From an optimization exercise on the open Yosys and OpenROAD flow, aimed at small area, a short achievable clock period and few clock cycles per item; shortcuts taken in it are not production practice.

Setup of run E:
==> flow/design.v <==
module ccu_muldiv_seq (
    input  logic        clk,
    input  logic        rst,
    input  logic        start,
    input  logic [7:0]  alu_mode,
    input  logic [31:0] src1,
    input  logic [31:0] src2,
    input  logic        flush,
    output logic        stall,
    output logic        done,
    output logic [31:0] result,
    output logic        ccu_ans_mux_sel,
    output logic [1:0]  state_dbg
);
    localparam logic [1:0] S_IDLE = 2'd0, S_MUL = 2'd1, S_DIV = 2'd2, S_DONE = 2'd3;
    localparam logic [2:0] P_PREP = 3'd0,   
                           P_INIT = 3'd1,   
                           P_STEP = 3'd2,   
                           P_CORR = 3'd3,   
                           P_FIX  = 3'd4;   
    function automatic logic [31:0] smear(input logic [31:0] x);
        for (int i = 31; i >= 0; i--)
            smear[i] = (i == 31) ? x[31] : (x[i] | smear[i + 1]);
    endfunction
    function automatic logic [5:0] tlen(input logic [31:0] t);
        logic [32:0] te;
        tlen = 6'd0;
        te = {1'b0, t};
        for (int i = 0; i < 32; i++)
            if (te[i] & ~te[i + 1]) tlen = 6'(i + 1);
    endfunction
    function automatic logic [8:0] pairs(input logic [31:0] s);
        pairs[0] = 1'b1;
        for (int k = 1; k < 9; k++)
            pairs[k] = s[4 * k - 1];
    endfunction
    function automatic logic [2:0] booth(input logic [2:0] w);
        booth = {w[1] ^ w[0],
                 (w[2] & ~w[1] & ~w[0]) | (~w[2] & w[1] & w[0]),
                 w[2]};
    endfunction
    logic [1:0]  state;
    logic [2:0]  ph;
    logic [5:0]  ptr;        
    logic [31:0] M;          
    logic [31:0] D;          
    logic [31:0] R;          
    logic        rs;         
    logic [31:0] H;          
    logic [4:0]  hc;         
    logic [5:0]  w1_r, w2_r;
    logic [1:0]  op_r;
    logic        n1_r, msign, dsign, sel_r, negres;
    logic        c_one, c_two, c_neg, c_xr, c_xh, c_xz, dbit;
    logic        h_one, h_two, h_neg;
    logic [2:0]  op;
    logic        is_md, accept, s1, s2, n1, n2, dz, swap, early;
    logic [31:0] S1, S2, S1n;
    logic [8:0]  T1, T2, Tm, L;
    logic [36:0] f1, f2;
    logic [4:0]  wf1, wf2;
    logic [3:0]  kbin;
    logic [5:0]  bc1, bc2, bcf;
    assign op     = alu_mode[2:0];
    assign is_md  = (alu_mode[7:4] == 4'h4);
    assign accept = (state == S_IDLE) & start & is_md & ~flush;
    assign s1     = op[2] ? ~op[0] : (op[1:0] != 2'b11);
    assign s2     = op[2] ? ~op[0] : ~op[1];
    assign n1     = s1 & src1[31];
    assign n2     = s2 & src2[31];
    assign dz     = (src2 == 32'd0);
    assign S1     = smear(src1 ^ {32{n1}});
    assign S2     = smear(src2 ^ {32{n2}});
    assign T1     = pairs(S1);
    assign T2     = pairs(S2);
    assign Tm     = T1 & T2;
    assign L      = Tm & ~{1'b0, Tm[8:1]};
    assign swap   = |(T1 & ~T2);
    assign f1     = {{4{n1}}, src1, 1'b0};
    assign f2     = {{4{n2}}, src2, 1'b0};
    always_comb begin
        wf1  = 5'd0;
        wf2  = 5'd0;
        kbin = 4'd0;
        for (int k = 0; k < 9; k++) begin
            wf1  = wf1 | ({5{L[k]}} & f1[4 * k +: 5]);
            wf2  = wf2 | ({5{L[k]}} & f2[4 * k +: 5]);
            kbin = kbin | ({4{L[k]}} & 4'(k));
        end
    end
    assign bc1    = {booth(wf1[4:2]), booth(wf1[2:0])};
    assign bc2    = {booth(wf2[4:2]), booth(wf2[2:0])};
    assign bcf    = swap ? bc2 : bc1;
    assign S1n    = n1 ? {S1[30:0], 1'b1} : S1;
    assign early  = dz | (|(S2 & ~S1n));
    logic        is_div, last, ge, dneg, fixr;
    logic [5:0]  pn;
    logic [6:0]  i0, ip1;
    logic [31:0] hsum;
    logic [36:0] mx, dext, mag, hmag, ya, yh, xa, sum;
    logic [4:0]  win;
    assign is_div = state[1];
    assign dneg   = dsign & D[31];
    assign last   = (ptr == 6'd0);
    assign pn     = ptr - 6'd1;
    assign mx     = {{4{msign & M[31]}}, M, 1'b0};
    assign win    = mx[{pn[3:0], 2'b00} +: 5];
    assign dext   = {{5{dneg}}, D};
    assign i0     = {1'b0, w1_r} + {6'd0, n1_r} - {1'b0, w2_r};
    assign ip1    = i0 + 7'd1;
    assign mag  = c_one ? dext
                : c_two ? {dext[35:0], 1'b0}
                : {5'd0, ({32{c_xr}} & R) | ({32{c_xh}} & H)};
    assign hmag = h_one ? dext
                : h_two ? {dext[35:0], 1'b0}
                : 37'd0;
    assign ya  = mag ^ {37{c_neg}};
    assign yh  = {hmag[34:0] ^ {35{h_neg}}, {2{h_neg & is_div}}};
    assign xa  = c_xz ? 37'd0
               : is_div ? {{3{rs}}, R, dbit, 1'b0}
               : {5'd0, R[27:0], 1'b0, h_neg, 2'b00};
    assign sum = xa + ya + yh + {36'd0, c_neg | (h_neg & is_div)};
    assign ge  = ~sum[36];
    logic [6:0]  hlo;
    logic [26:0] hup, hdn;
    assign hlo  = {2'b00, H[4:0]} + {{2{hc[4]}}, hc};
    assign hup  = H[31:5] + 27'd1;
    assign hdn  = H[31:5] - 27'd1;
    assign hsum = {hlo[6] ? hdn : (hlo[5] ? hup : H[31:5]), hlo[4:0]};
    assign fixr = op_r[1] & ~ge;
    always_ff @(posedge clk or posedge rst) begin
        if (rst) begin
            state <= S_IDLE;
        end else begin
            case (state)
                S_IDLE: if (accept) state <= !op[2] ? S_MUL : (early ? S_DONE : S_DIV);
                S_MUL: begin
                    if (flush)
                        state <= S_IDLE;
                    else if (last)
                        state <= S_DONE;
                end
                S_DIV: begin
                    if (flush)
                        state <= S_IDLE;
                    else if (ph == P_FIX || (ph == P_CORR && !negres) ||
                             (ph == P_STEP && last && !fixr && !negres))
                        state <= S_DONE;
                end
                default: state <= S_IDLE;
            endcase
        end
    end
    always_ff @(posedge clk) begin
        ptr  <= pn;
        dbit <= M[pn[4:0]] & ~pn[5];
        hc   <= (state == S_MUL) ? sum[36:32] : 5'd0;
        rs   <= 1'b0;
        R    <= sum[31:0];
        H    <= {hsum[27:0], R[31:28]};
        {h_one, h_two, h_neg, c_one, c_two, c_neg} <= {booth(win[4:2]), booth(win[2:0])};
        {c_xr, c_xh, c_xz} <= 3'b000;
        case (state)
            S_IDLE: begin
                ptr <= {2'b00, kbin};
                R   <= op[2] ? src1 : 32'd0;
                H   <= {32{op[2] & dz}};
                if (op[2]) begin
                    {h_one, h_two, h_neg, c_one, c_two, c_neg} <= {5'b00000, n1};
                    {c_xr, c_xh, c_xz} <= 3'b101;
                end else begin
                    {h_one, h_two, h_neg, c_one, c_two, c_neg} <= bcf;
                end
            end
            S_DIV: begin
                {h_one, h_two, h_neg, c_one, c_two, c_neg} <= {5'b00001, ge ^ dneg};
                H <= {H[30:0], ge};
                case (ph)
                    P_PREP: H <= 32'd0;
                    P_INIT: begin
                        R    <= M >> ip1[5:0];
                        H    <= 32'd0;
                        ptr  <= i0[5:0];
                        dbit <= M[i0[4:0]] & ~i0[5];
                        c_neg <= ~dneg;
                    end
                    P_STEP: begin
                        {rs, R} <= sum[33:1];
                        if (last) begin
                            if (fixr) begin
                                {h_one, h_two, h_neg, c_one, c_two, c_neg} <= {2'b10, dneg, 3'b000};
                            end else begin
                                {h_one, h_two, h_neg, c_one, c_two, c_neg} <= 6'b000001;
                                {c_xr, c_xh, c_xz} <= {op_r[1], ~op_r[1], 1'b1};
                            end
                        end
                    end
                    P_CORR: begin
                        R <= sum[33:2];
                        {h_one, h_two, h_neg, c_one, c_two, c_neg} <= 6'b000001;
                        {c_xr, c_xh, c_xz} <= 3'b101;
                    end
                    default: ;
                endcase
            end
            default: ;
        endcase
    end
    always_ff @(posedge clk) begin
        case (state)
            S_IDLE: begin
                M      <= (!op[2] && swap) ? src2 : src1;
                D      <= (!op[2] && swap) ? src1 : src2;
                msign  <= swap ? s2 : s1;
                dsign  <= swap ? s1 : s2;
                op_r   <= op[1:0];
                w1_r   <= tlen(S1);
                w2_r   <= tlen(S2);
                n1_r   <= n1;
                ph     <= op[2] ? (n1 ? P_PREP : P_INIT) : P_STEP;
                negres <= op[2] & (op[1] ? n1 : (n1 ^ n2));
                sel_r  <= op[2] ? op[1] : (op[1:0] == 2'b00);
            end
            S_DIV: begin
                case (ph)
                    P_PREP: begin
                        M  <= sum[31:0];
                        ph <= P_INIT;
                    end
                    P_INIT: ph <= P_STEP;
                    P_STEP: if (last) ph <= fixr ? P_CORR : P_FIX;
                    P_CORR: ph <= P_FIX;
                    default: sel_r <= 1'b1;
                endcase
            end
            default: ;
        endcase
    end
    assign result          = sel_r ? R : hsum;
    assign stall           = accept | (state == S_MUL) | (state == S_DIV);
    assign done            = (state == S_DONE);
    assign ccu_ans_mux_sel = done;
    assign state_dbg       = state;
endmodule
Settings: LEC_CHECK=0, CAP_MARGIN=20, CORE_MARGIN=2, CORE_UTILIZATION=40, SLEW_MARGIN=20; clock period 10.5 ns.
standard.sh (not shown) runs the stock make flow with config.mk's settings and CLKGATE_MAP_FILE= SYNTH_SCRIPT=/design/flow/synth_recipe.tcl, a recipe that flattens the netlist after the stock synthesis.
==> flow/flow/run.sh <==
#!/bin/bash
set -euo pipefail
bash standard.sh "BUFFER_PORTS_ARGS=-buffer_cell sky130_fd_sc_hd__buf_4" SETUP_SLACK_MARGIN=5.2 finish > standard_flow.log 2>&1
### run E -> run C
diff --git a/flow/design.v b/flow/design.v
--- a/flow/design.v
+++ b/flow/design.v
@@ -120,14 +120,9 @@
                : is_div ? {{3{rs}}, R, dbit, 1'b0}
                : {5'd0, R[27:0], 1'b0, h_neg, 2'b00};
     assign sum = xa + ya + yh + {36'd0, c_neg | (h_neg & is_div)};
     assign ge  = ~sum[36];
-    logic [6:0]  hlo;
-    logic [26:0] hup, hdn;
-    assign hlo  = {2'b00, H[4:0]} + {{2{hc[4]}}, hc};
-    assign hup  = H[31:5] + 27'd1;
-    assign hdn  = H[31:5] - 27'd1;
-    assign hsum = {hlo[6] ? hdn : (hlo[5] ? hup : H[31:5]), hlo[4:0]};
+    assign hsum = H + {{27{hc[4]}}, hc};
     assign fixr = op_r[1] & ~ge;
     always_ff @(posedge clk or posedge rst) begin
         if (rst) begin
             state <= S_IDLE;
## What came out
Run C: no failed stages, no open violations at the end
Comparing run E and run C, area of all placed cells without fillers is higher on run C.
Between run C and run E, it is run C whose share of final-layout standard cells stronger than drive strength 1 is higher, by 2.2 points.
When the final numbers for run E and run C were put side by side, the area inside the core boundary turned out to be smaller in run E.
Run C: worst setup slack lower than run E
On multiplexer fraction of the synthesized cell area: run C sits below run E.
Against run E, run C comes in 0.33 points higher on multi-input combinational area share.
Function was not checked in any run of this note: the RTL went through the layout flow alone.

-- what the ideal ports hide --
How much do the figures lean on ideal ports? The routed layouts below were timed once more, with nothing changed but the port constraints. Step 1 (the two cells are an assumption about what drives the block):
set clk [get_ports {clk}]
set_driving_cell -lib_cell sky130_fd_sc_hd__clkbuf_16 $clk
set_driving_cell -lib_cell sky130_fd_sc_hd__buf_2 [delete_from_list [all_inputs] $clk]
Step 2, shift: input delay + t, output delay - t, t = (earliest + latest rising clock arrival at the registers) / 2. This alone moves slack from input paths to output paths. a / b / c = no drivers / after step 1 / after step 2; a / b = the first two.
run | t, ns | slack for setup (ns) | worst hold slack (ns) | slew at the worst register clock pin (ns)
run E | 0.526 | 5.023 / 4.966 / 4.690 | 0.565 / 0.565 / 0.565 | 0.08 / 0.08
run C | 0.546 | 5.011 / 4.954 / 4.694 | 0.545 / 0.545 / 0.545 | 0.08 / 0.08
After both steps setup and hold are still met in every run listed. For run E, which loses most, drivers alone change the setup slack by -0.057 ns; drivers and shift together by -0.333 ns.
